This is an optimization exercise on Yosys and OpenROAD, whose aim is small area and few clock cycles, not a production implementation.
No driver is modelled on the clock port, so clocking that relies on it looks cheaper here than on a real chip.
No activity file was given, so power comes from the tool's default toggle rates.

==> flow/design.v <==
`timescale 1ns/1ps
module image_capture_top (
  input  logic         clk,
  input  logic         mem_reset,
  input  logic         trigger,
  input  logic [15:0]  height,       
  input  logic [28:0]  start_addr,   
  input  logic [25:0]  s_beat,       
  input  logic         s_valid,
  output logic         s_ready,
  output logic         frame_done,
  output logic         skipped,
  output logic         mem_wr_req,
  output logic [156:0] mem_wr_cmd,   
  input  logic         mem_wr_ack,
  output logic         frame_written
);
  localparam logic [1:0] ST_IDLE  = 2'd0;
  localparam logic [1:0] ST_FLUSH = 2'd1;   
  localparam logic [1:0] ST_WAIT  = 2'd2;   
  localparam logic [1:0] ST_STORE = 2'd3;   
  logic [1:0]  state;
  logic [15:0] line_cnt;    
  logic [1:0]  slot;        
  logic [95:0] pix;         
  logic [28:3] wr_addr;     
  logic [2:0]  addr_lo;     
  logic sof, eol;
  logic idle;               
  logic fwd;                
  logic word_free;          
  logic fire;               
  logic ack;                
  logic line_last;
  logic [15:0] lcarry;      
  logic [25:0] acarry;      
  assign sof = s_beat[1];
  assign eol = s_beat[0];
  assign ack       = mem_wr_req && mem_wr_ack;
  assign word_free = !mem_wr_req || mem_wr_ack;
  assign idle      = !state[1];
  assign fwd       = (state == ST_STORE) || ((state == ST_WAIT) && sof);
  assign s_ready   = fwd ? word_free : 1'b1;
  assign fire      = s_valid && fwd && word_free;
  assign line_last = ((line_cnt + 16'd1) == height);   
  always_comb begin
    lcarry[0]  = 1'b1;
    acarry[0]  = 1'b1;
    for (int i = 1; i < 16; i++) lcarry[i]  = lcarry[i-1] && line_cnt[i-1];
    for (int i = 1; i < 26; i++) acarry[i]  = acarry[i-1] && wr_addr[i+2];
  end
  always_ff @(posedge clk or posedge mem_reset) begin
    if (mem_reset) begin
      state         <= ST_IDLE;
      slot          <= 2'd0;
      mem_wr_req    <= 1'b0;
      skipped       <= 1'b0;
    end else begin
      skipped       <= 1'b0;
      if (ack) begin
        mem_wr_req <= 1'b0;
      end
      if (fire) begin
        slot <= slot + 1'b1;
        if (slot == 2'd3) mem_wr_req <= 1'b1;
      end
      if (idle) begin
        if (frame_written) state <= ST_IDLE;
        if (trigger) state <= ST_WAIT;
        if (s_valid && sof) skipped <= 1'b1;
      end else if (fire) begin
        state <= ST_STORE;
        if (eol && line_last) begin
          state <= ST_FLUSH;   
        end
      end
    end
  end
  assign frame_written = (state == ST_FLUSH) && !mem_wr_req;
  assign frame_done    = frame_written;
  always_ff @(posedge clk) begin
    for (int i = 0; i < 16; i++) begin
      if (idle) begin
        line_cnt[i] <= 1'b0;
      end else begin
        line_cnt[i] <= line_cnt[i] ^ (fire && eol && lcarry[i]);
      end
    end
    if (fire) begin
      pix <= {pix[71:0], s_beat[25:2]};
    end
    addr_lo <= start_addr[2:0];   
    for (int i = 0; i < 26; i++) begin
      if (trigger) begin
        wr_addr[i+3] <= start_addr[i+3];
      end else begin
        wr_addr[i+3] <= wr_addr[i+3] ^ (ack && acarry[i]);
      end
    end
  end
  assign mem_wr_cmd = {wr_addr, addr_lo,
                       pix[95:72], 8'hff, pix[71:48], 8'hff,
                       pix[47:24], 8'hff, pix[23:0],  8'hff};
endmodule
export LEC_CHECK = 0
export ABC_AREA = 1
export CAP_MARGIN = 20
export CORE_MARGIN = 2
export CORE_UTILIZATION = 50
export SLEW_MARGIN = 20
create_clock -name core_clock -period 4.5 [get_ports {clk}]
standard.sh (not shown) runs the stock make flow with config.mk's settings and CLKGATE_MAP_FILE= SYNTH_SCRIPT=/design/flow/synth_recipe.tcl, a recipe that flattens the netlist after the stock synthesis.
==> flow/flow/run.sh <==
#!/bin/bash
# Standard ORFS layout, with: the logic re-mapped for area after floorplan (restructure), and one
# tie cell for the constant outputs; the smallest buffer on each port; a clock tree of small
# buffers (upsized after CTS where their slew is high); logic cells downsized after CTS where
# slack allows. Each tool's output is in flow_standard.log and the ORFS logs under orfs/logs.
set -euo pipefail
export BUFFER_PORTS_ARGS="-buffer_cell sky130_fd_sc_hd__buf_1"
export CTS_ARGS="-repair_clock_nets -buf_list sky130_fd_sc_hd__clkbuf_4 -dont_use_dummy_load"
export SKIP_REPAIR_TIE_FANOUT=1
export RESTRUCTURE_DIR="$(pwd)/restructure"
export POST_FLOORPLAN_TCL="$(pwd)/flow/post_floorplan.tcl"
export POST_CTS_TCL="$(pwd)/flow/post_cts.tcl"
bash standard.sh > flow_standard.log 2>&1
Other scripts of this flow, unchanged in this note and not shown: flow/flow/merge_ties.tcl, flow/flow/post_cts.tcl, flow/flow/post_floorplan.tcl
Rerun with:
--- a/flow/design.v
+++ b/flow/design.v
@@ -21,5 +21,5 @@
   localparam logic [1:0] ST_STORE = 2'd3;   
   logic [1:0]  state;
-  logic [15:0] line_cnt;    
+  logic [15:0] lines_left;  
   logic [1:0]  slot;        
   logic [95:0] pix;         
@@ -33,5 +33,5 @@
   logic ack;                
   logic line_last;
-  logic [15:0] lcarry;      
+  logic [15:0] lborrow;     
   logic [25:0] acarry;      
   assign sof = s_beat[1];
@@ -43,9 +43,9 @@
   assign s_ready   = fwd ? word_free : 1'b1;
   assign fire      = s_valid && fwd && word_free;
-  assign line_last = ((line_cnt + 16'd1) == height);   
+  assign line_last = (lines_left == 16'd1);
   always_comb begin
-    lcarry[0]  = 1'b1;
+    lborrow[0] = 1'b1;
     acarry[0]  = 1'b1;
-    for (int i = 1; i < 16; i++) lcarry[i]  = lcarry[i-1] && line_cnt[i-1];
+    for (int i = 1; i < 16; i++) lborrow[i] = lborrow[i-1] && !lines_left[i-1];
     for (int i = 1; i < 26; i++) acarry[i]  = acarry[i-1] && wr_addr[i+2];
   end
@@ -53,5 +53,4 @@
     if (mem_reset) begin
       state         <= ST_IDLE;
-      slot          <= 2'd0;
       mem_wr_req    <= 1'b0;
       skipped       <= 1'b0;
@@ -61,8 +60,5 @@
         mem_wr_req <= 1'b0;
       end
-      if (fire) begin
-        slot <= slot + 1'b1;
-        if (slot == 2'd3) mem_wr_req <= 1'b1;
-      end
+      if (fire && (slot == 2'd3)) mem_wr_req <= 1'b1;
       if (idle) begin
         if (frame_written) state <= ST_IDLE;
@@ -80,9 +76,14 @@
   assign frame_done    = frame_written;
   always_ff @(posedge clk) begin
+    if (idle) begin
+      slot <= 2'd0;
+    end else begin
+      slot <= slot + {1'b0, fire};
+    end
     for (int i = 0; i < 16; i++) begin
       if (idle) begin
-        line_cnt[i] <= 1'b0;
+        lines_left[i] <= height[i];   
       end else begin
-        line_cnt[i] <= line_cnt[i] ^ (fire && eol && lcarry[i]);
+        lines_left[i] <= lines_left[i] ^ (fire && eol && lborrow[i]);
       end
     end
What happened: The new run finished with timing, DRC and antenna clean; fmax barely changes; core utilization is higher by 1.0 points; sequential share of layout area goes up by 2.2 points; clock-buffer cell count stays the same; total power goes up by 7.1%; setup slack stays flat; non-clock buffer count does not change; worst hold slack degrades by 58 ps.
Function was not checked in any run of this note: the RTL went through the layout flow alone.

[afterwards: timing with drivers on the ports]
The results above use ideal ports. As a check the final layouts listed here were re-extracted and re-timed, cells and wires unchanged.
Step 1 (the two cells are an assumption about what drives the block):
set clk [get_ports {clk}]
set_driving_cell -lib_cell sky130_fd_sc_hd__clkbuf_16 $clk
set_driving_cell -lib_cell sky130_fd_sc_hd__buf_2 [delete_from_list [all_inputs] $clk]
Step 2, shift: input delay + t, output delay - t, t = (earliest + latest rising clock arrival at the registers) / 2. This alone moves slack from input paths to output paths.
a / b / c = ideal / step 1 / step 2; a / b = the first two.
| run | t (ns) | slack for setup (ns) | worst hold slack (ns) | worst register clock-pin slew, ns |
|---|---|---|---|---|
| the first run | 0.381 | 0.549 / 0.561 / 0.181 | 0.401 / 0.385 / 0.428 | 0.10 / 0.10 |
| the second run | 0.389 | 0.548 / 0.563 / 0.175 | 0.343 / 0.327 / 0.430 | 0.10 / 0.10 |
After both steps setup and hold are still met in every run listed. The setup slack of the second run, which loses most, moves by +0.015 ns with the drivers and by -0.373 ns with both steps.
